Context: an optimization exercise on an open-source flow, tuned for small area and a short achievable clock period. The choices shown serve that exercise and are no tape-out recipe.
In this exercise RTL edits were held to simulation tests only and were not proved equivalent to the original.

==> flow/design.v <==
package pn_pkg;
    localparam int TOK_DEPTH = 12;               
    localparam logic [1:0] MODE_PREFIX  = 2'd2;
    localparam logic [1:0] MODE_POSTFIX = 2'd3;
    localparam logic [2:0] OP_ADD     = 3'd0;
    localparam logic [2:0] OP_SUB     = 3'd1;
    localparam logic [2:0] OP_MUL     = 3'd2;
    localparam logic [2:0] OP_ABS_SUM = 3'd3;
endpackage
`timescale 1ns/10ps
module pn_token_buffer (
    input  logic       clk,
    input  logic       in_valid,
    input  logic       operator,
    input  logic [2:0] in,
    output logic [2:0] val,          
    output logic       is_op,        
    output logic       op_sub,       
    output logic       op_mul,       
    output logic       op_abs,       
    output logic       op_sum        
);
    logic [3:0] ent [pn_pkg::TOK_DEPTH];
    logic [3:0] nxt;                 
    assign nxt = in_valid ? {operator, in} : ent[1];
    always_ff @(posedge clk) begin
        for (int i = 0; i < pn_pkg::TOK_DEPTH; i++) begin
            if (in_valid)
                ent[i] <= (i == 0) ? {operator, in} : ent[(i == 0) ? 0 : i - 1];
            else
                ent[i] <= (i == pn_pkg::TOK_DEPTH - 1) ? ent[i] : ent[(i == pn_pkg::TOK_DEPTH - 1) ? i : i + 1];
        end
        op_sub <= nxt[3] && nxt[2:0] == pn_pkg::OP_SUB;
        op_mul <= nxt[3] && nxt[2:0] == pn_pkg::OP_MUL;
        op_abs <= nxt[3] && nxt[2:0] == pn_pkg::OP_ABS_SUM;
        op_sum <= nxt[3] && !nxt[2] && nxt[1:0] != 2'd2;
    end
    assign val   = ent[0][2:0];
    assign is_op = ent[0][3];
endmodule
`timescale 1ns/10ps
module pn_stack_eval (
    input  logic        clk,
    input  logic        rst_n,
    input  logic        start,       
    input  logic        ev,          
    input  logic        fin,         
    input  logic [2:0]  val,         
    input  logic        is_op,
    input  logic        op_sub,
    input  logic        op_mul,
    input  logic        op_abs,
    input  logic        op_sum,
    input  logic        prefix,      
    output logic [17:0] result       
);
    logic [2:0]  depth;              
    logic        topx;               
    logic [17:0] x;
    logic [9:0]  y;
    logic [1:0]  xk;                 
    logic [1:0]  yk;                 
    logic [15:0] ram0;               
    logic [9:0]  ram1;               
    logic [6:0]  ram2;               
    logic [2:0]  ram3;               
    logic [1:0]  k0;                 
    logic [1:0]  k1;                 
    logic        k2;                 
    logic        sel_x;              
    logic        sel_y;
    logic        sel_r;
    logic [17:0] ys;
    logic        neg;
    logic [17:0] sum;
    logic [17:0] prd;
    logic [17:0] mag;
    logic [17:0] res;
    logic [2:0]  ksum;
    logic [1:0]  rk;                 
    logic        rbig;               
    logic [17:0] below;              
    logic [1:0]  bk;
    logic [17:0] nos;                
    logic [1:0]  nk;
    logic        push;
    logic        pop;
    logic [2:0]  nd;
    logic        ntopx;
    assign ys = {{8{y[9]}}, y};
    function automatic logic [17:0] booth_mul(input logic [17:0] a, input logic [9:0] b);
        logic [10:0] bb;
        logic [17:0] acc;
        logic [17:0] row;
        logic [18:0] a2;
        logic        one, two, ng;
        bb  = {b, 1'b0};
        a2  = {a, 1'b0};
        acc = '0;
        for (int i = 0; i < 5; i++) begin
            one = bb[2*i+1] ^ bb[2*i];
            two = (bb[2*i+2] & !bb[2*i+1] & !bb[2*i]) | (!bb[2*i+2] & bb[2*i+1] & bb[2*i]);
            ng  = bb[2*i+2];
            row = '0;
            for (int j = 0; j < 18; j++)
                row[j] = ((one & a[j]) | (two & a2[j])) ^ ng;
            acc = acc + (row << (2*i)) + ({17'd0, ng} << (2*i));
        end
        booth_mul = acc;
    endfunction
    always_comb begin
        sum = x + {{8{y[9] ^ op_sub}}, y ^ {10{op_sub}}} + {17'd0, op_sub};
        neg = op_sub ? (topx ^ prefix) : (op_abs && sum[17]);
        mag = neg ? -sum : sum;
        prd = booth_mul(x, y);
        res = ({18{op_mul}} & prd) | ({18{op_sum}} & mag);
        ksum = {1'b0, xk} + {1'b0, yk} + 3'd1;
        rk   = ksum[2] ? 2'd3 : ksum[1:0];
        rbig = ksum >= 3'd3;
        case (depth)
            3'd3:    begin below = {{2{ram0[15]}}, ram0}; bk = k0; end
            3'd4:    begin below = {{8{ram1[9]}}, ram1};  bk = k1; end
            3'd5:    begin below = {{11{ram2[6]}}, ram2}; bk = {1'b0, k2}; end
            default: begin below = {15'd0, ram3};         bk = 2'd0; end
        endcase
        nos = topx ? ys : x;
        nk  = topx ? yk : xk;
        push  = ev && depth != 3'd7 && !is_op;
        pop   = ev && depth != 3'd7 && is_op && depth >= 3'd2;
        nd    = depth;
        ntopx = topx;
        if (start) begin
            nd = '0;
        end else if (push) begin
            nd    = depth + 1'b1;
            ntopx = 1'b0;
        end else if (pop) begin
            nd    = depth - 1'b1;
            ntopx = rbig;
        end
    end
    always_ff @(posedge clk) begin
        depth <= nd;
        topx  <= ntopx;
        if (push) begin
            x  <= topx ? x : ys;
            xk <= topx ? xk : yk;
            y  <= {7'd0, val};
            yk <= 2'd0;
            case (depth)
                3'd2: begin ram0 <= nos[15:0]; k0 <= nk; end
                3'd3: begin ram1 <= nos[9:0];  k1 <= nk; end
                3'd4: begin ram2 <= nos[6:0];  k2 <= nk != 2'd0; end
                3'd5:       ram3 <= nos[2:0];
                default: ;
            endcase
        end else if (pop) begin
            if (rbig) begin
                x  <= res;
                xk <= rk;
                y  <= below[9:0];
                yk <= bk;
            end else begin
                x  <= below;
                xk <= bk;
                y  <= res[9:0];
                yk <= rk;
            end
        end
    end
    always_ff @(posedge clk or negedge rst_n) begin
        if (!rst_n) begin
            sel_x <= 1'b0;
            sel_y <= 1'b0;
            sel_r <= 1'b0;
        end else begin
            sel_x <= fin && ((nd == 3'd1 && ntopx) || (nd == 3'd2 && !ntopx));
            sel_y <= fin && ((nd == 3'd1 && !ntopx) || (nd == 3'd2 && ntopx));
            sel_r <= fin && nd >= 3'd3;
        end
    end
    assign result = ({18{sel_x}} & x) | ({18{sel_y}} & ys) | ({18{sel_r}} & {{2{ram0[15]}}, ram0});
endmodule
`timescale 1ns/10ps
module pn_top (
    input  logic        clk,
    input  logic        rst_n,
    input  logic        in_valid,
    input  logic [1:0]  mode,
    input  logic        operator,
    input  logic [2:0]  in,
    output logic        out_valid,
    output logic [31:0] out
);
    logic        recv;           
    logic [3:0]  cnt;
    logic        acc;            
    logic        prefix;
    logic        res_q;          
    logic [2:0]  val;
    logic        is_op;
    logic        op_sub;
    logic        op_mul;
    logic        op_abs;
    logic        op_sum;
    logic [17:0] result;
    logic        start;
    logic        drain;
    logic        ev;
    logic        fin;
    assign start = in_valid && !recv;
    assign drain = recv ? !in_valid : (cnt != 4'd0);
    assign ev    = acc && (recv ? (!prefix || !in_valid) : (prefix && cnt != 4'd0));
    assign fin   = acc && drain && (cnt == 4'd1);
    always_ff @(posedge clk or negedge rst_n) begin
        if (!rst_n) begin
            recv  <= 1'b0;
            cnt   <= '0;
            res_q <= 1'b0;
        end else begin
            res_q <= fin;
            if (start) begin
                recv <= 1'b1;
                cnt  <= 4'd1;
            end else if (recv && in_valid) begin
                cnt  <= cnt + 1'b1;
            end else if (drain) begin
                recv <= 1'b0;
                cnt  <= acc ? cnt - 1'b1 : 4'd0;
            end
        end
    end
    always_ff @(posedge clk) begin
        if (start) begin
            acc    <= mode[1];
            prefix <= !mode[0];
        end
    end
    pn_token_buffer i_token_buffer (
        .clk      (clk),
        .in_valid (in_valid),
        .operator (operator),
        .in       (in),
        .val      (val),
        .is_op    (is_op),
        .op_sub   (op_sub),
        .op_mul   (op_mul),
        .op_abs   (op_abs),
        .op_sum   (op_sum)
    );
    pn_stack_eval i_stack_eval (
        .clk    (clk),
        .rst_n  (rst_n),
        .start  (start),
        .ev     (ev),
        .fin    (fin),
        .val    (val),
        .is_op  (is_op),
        .op_sub (op_sub),
        .op_mul (op_mul),
        .op_abs (op_abs),
        .op_sum (op_sum),
        .prefix (prefix),
        .result (result)
    );
    assign out_valid = res_q;
    assign out       = {{14{result[17]}}, result};
endmodule
==> flow/config.mk <==
export PLATFORM = sky130hd
export DESIGN_NAME = pn_top
export DESIGN_NICKNAME = pn_top
export VERILOG_FILES = /design/flow/design.v
export SDC_FILE = /design/flow/constraint.sdc
export NUM_CORES = 4
export LEC_CHECK = 0
export CAP_MARGIN = 20
export CORE_MARGIN = 2
export CORE_UTILIZATION = 40
export CTS_BUF_LIST = sky130_fd_sc_hd__clkbuf_8
export CTS_CLUSTER_DIAMETER = 100
export CTS_CLUSTER_SIZE = 30
export SETUP_SLACK_MARGIN = 5
export SLEW_MARGIN = 20
==> flow/constraint.sdc <==
create_clock -name core_clock -period 11.0 [get_ports {clk}]
set_input_delay 2.2000 -clock core_clock [delete_from_list [all_inputs] [get_ports {clk}]]
set_output_delay 2.2000 -clock core_clock [all_outputs]
set_load 0.01 [all_outputs]
run.sh (not shown) runs the stock make flow with config.mk's settings and CLKGATE_MAP_FILE= SYNTH_SCRIPT=/design/flow/synth_recipe.tcl, a recipe that flattens the netlist after the stock synthesis.
Next try:
--- a/flow/design.v
+++ b/flow/design.v
@@ -55,37 +55,36 @@
     output logic [17:0] result       
 );
     logic [2:0]  depth;              
     logic        topx;               
     logic [17:0] x;
     logic [9:0]  y;
-    logic [1:0]  xk;                 
-    logic [1:0]  yk;                 
+    logic [2:0]  xk;                 
+    logic [2:0]  yk;
     logic [15:0] ram0;               
     logic [9:0]  ram1;               
     logic [6:0]  ram2;               
     logic [2:0]  ram3;               
-    logic [1:0]  k0;                 
+    logic [2:0]  k0;                 
     logic [1:0]  k1;                 
-    logic        k2;                 
+    logic [1:0]  k2;                 
     logic        sel_x;              
     logic        sel_y;
     logic        sel_r;
     logic [17:0] ys;
     logic        neg;
     logic [17:0] sum;
     logic [17:0] prd;
     logic [17:0] mag;
     logic [17:0] res;
-    logic [2:0]  ksum;
-    logic [1:0]  rk;                 
+    logic [2:0]  rk;                 
     logic        rbig;               
     logic [17:0] below;              
-    logic [1:0]  bk;
+    logic [2:0]  bk;
     logic [17:0] nos;                
-    logic [1:0]  nk;
+    logic [2:0]  nk;
     logic        push;
     logic        pop;
     logic [2:0]  nd;
     logic        ntopx;
     assign ys = {{8{y[9]}}, y};
     function automatic logic [17:0] booth_mul(input logic [17:0] a, input logic [9:0] b);
@@ -111,20 +110,19 @@
     always_comb begin
         sum = x + {{8{y[9] ^ op_sub}}, y ^ {10{op_sub}}} + {17'd0, op_sub};
         neg = op_sub ? (topx ^ prefix) : (op_abs && sum[17]);
         mag = neg ? -sum : sum;
         prd = booth_mul(x, y);
         res = ({18{op_mul}} & prd) | ({18{op_sum}} & mag);
-        ksum = {1'b0, xk} + {1'b0, yk} + 3'd1;
-        rk   = ksum[2] ? 2'd3 : ksum[1:0];
-        rbig = ksum >= 3'd3;
+        rk   = xk + yk;
+        rbig = rk >= 3'd4;
         case (depth)
             3'd3:    begin below = {{2{ram0[15]}}, ram0}; bk = k0; end
-            3'd4:    begin below = {{8{ram1[9]}}, ram1};  bk = k1; end
+            3'd4:    begin below = {{8{ram1[9]}}, ram1};  bk = {1'b0, k1}; end
             3'd5:    begin below = {{11{ram2[6]}}, ram2}; bk = {1'b0, k2}; end
-            default: begin below = {15'd0, ram3};         bk = 2'd0; end
+            default: begin below = {15'd0, ram3};         bk = 3'd1; end
         endcase
         nos = topx ? ys : x;
         nk  = topx ? yk : xk;
         push  = ev && depth != 3'd7 && !is_op;
         pop   = ev && depth != 3'd7 && is_op && depth >= 3'd2;
         nd    = depth;
@@ -143,17 +141,17 @@
         depth <= nd;
         topx  <= ntopx;
         if (push) begin
             x  <= topx ? x : ys;
             xk <= topx ? xk : yk;
             y  <= {7'd0, val};
-            yk <= 2'd0;
+            yk <= 3'd1;
             case (depth)
                 3'd2: begin ram0 <= nos[15:0]; k0 <= nk; end
-                3'd3: begin ram1 <= nos[9:0];  k1 <= nk; end
-                3'd4: begin ram2 <= nos[6:0];  k2 <= nk != 2'd0; end
+                3'd3: begin ram1 <= nos[9:0];  k1 <= nk[1:0] | {2{nk[2]}}; end
+                3'd4: begin ram2 <= nos[6:0];  k2 <= nk[1:0] | {2{nk[2]}}; end
                 3'd5:       ram3 <= nos[2:0];
                 default: ;
             endcase
         end else if (pop) begin
             if (rbig) begin
                 x  <= res;
Result: Design area is higher by a few percent; final cell count rose slightly; count of clock-buffer cells in the layout does not change; global-route usage decreases by 0.58 points; sequential share of layout area went up by 0.17 points; non-clock buffer count rose by 6.

==> re-timing with driven ports <==
The results above use ideal ports. As a check the final layouts listed here were re-extracted and re-timed, cells and wires unchanged. Step 1: set_driving_cell puts a clkbuf_16 on clk and a buf_2 on each other input, an assumption about the parent block. Step 2 adds t to the input delays and takes it off the output delays; t is the mean of the earliest and latest rising clock arrival at the registers after step 1. Input paths then give back, and output paths get back, about the clock's delay inside the block. Slacks: ideal ports / drivers / drivers and shift; pairs: ideal ports / drivers.
| run | shift t [ns] | slack for setup (ns) | hold WS [ns] | worst setup path at the end | worst register clock-pin slew, ns |
|---|---|---|---|---|---|
| the first run | 0.494 | 5.535 / 5.535 / 5.535 | 0.438 / 0.438 / 0.438 | register to register | 0.10 / 0.10 |
| the second run | 0.470 | 5.435 / 5.435 / 5.435 | 0.432 / 0.432 / 0.432 | register to register | 0.09 / 0.09 |
After both steps every run listed still meets setup and hold.
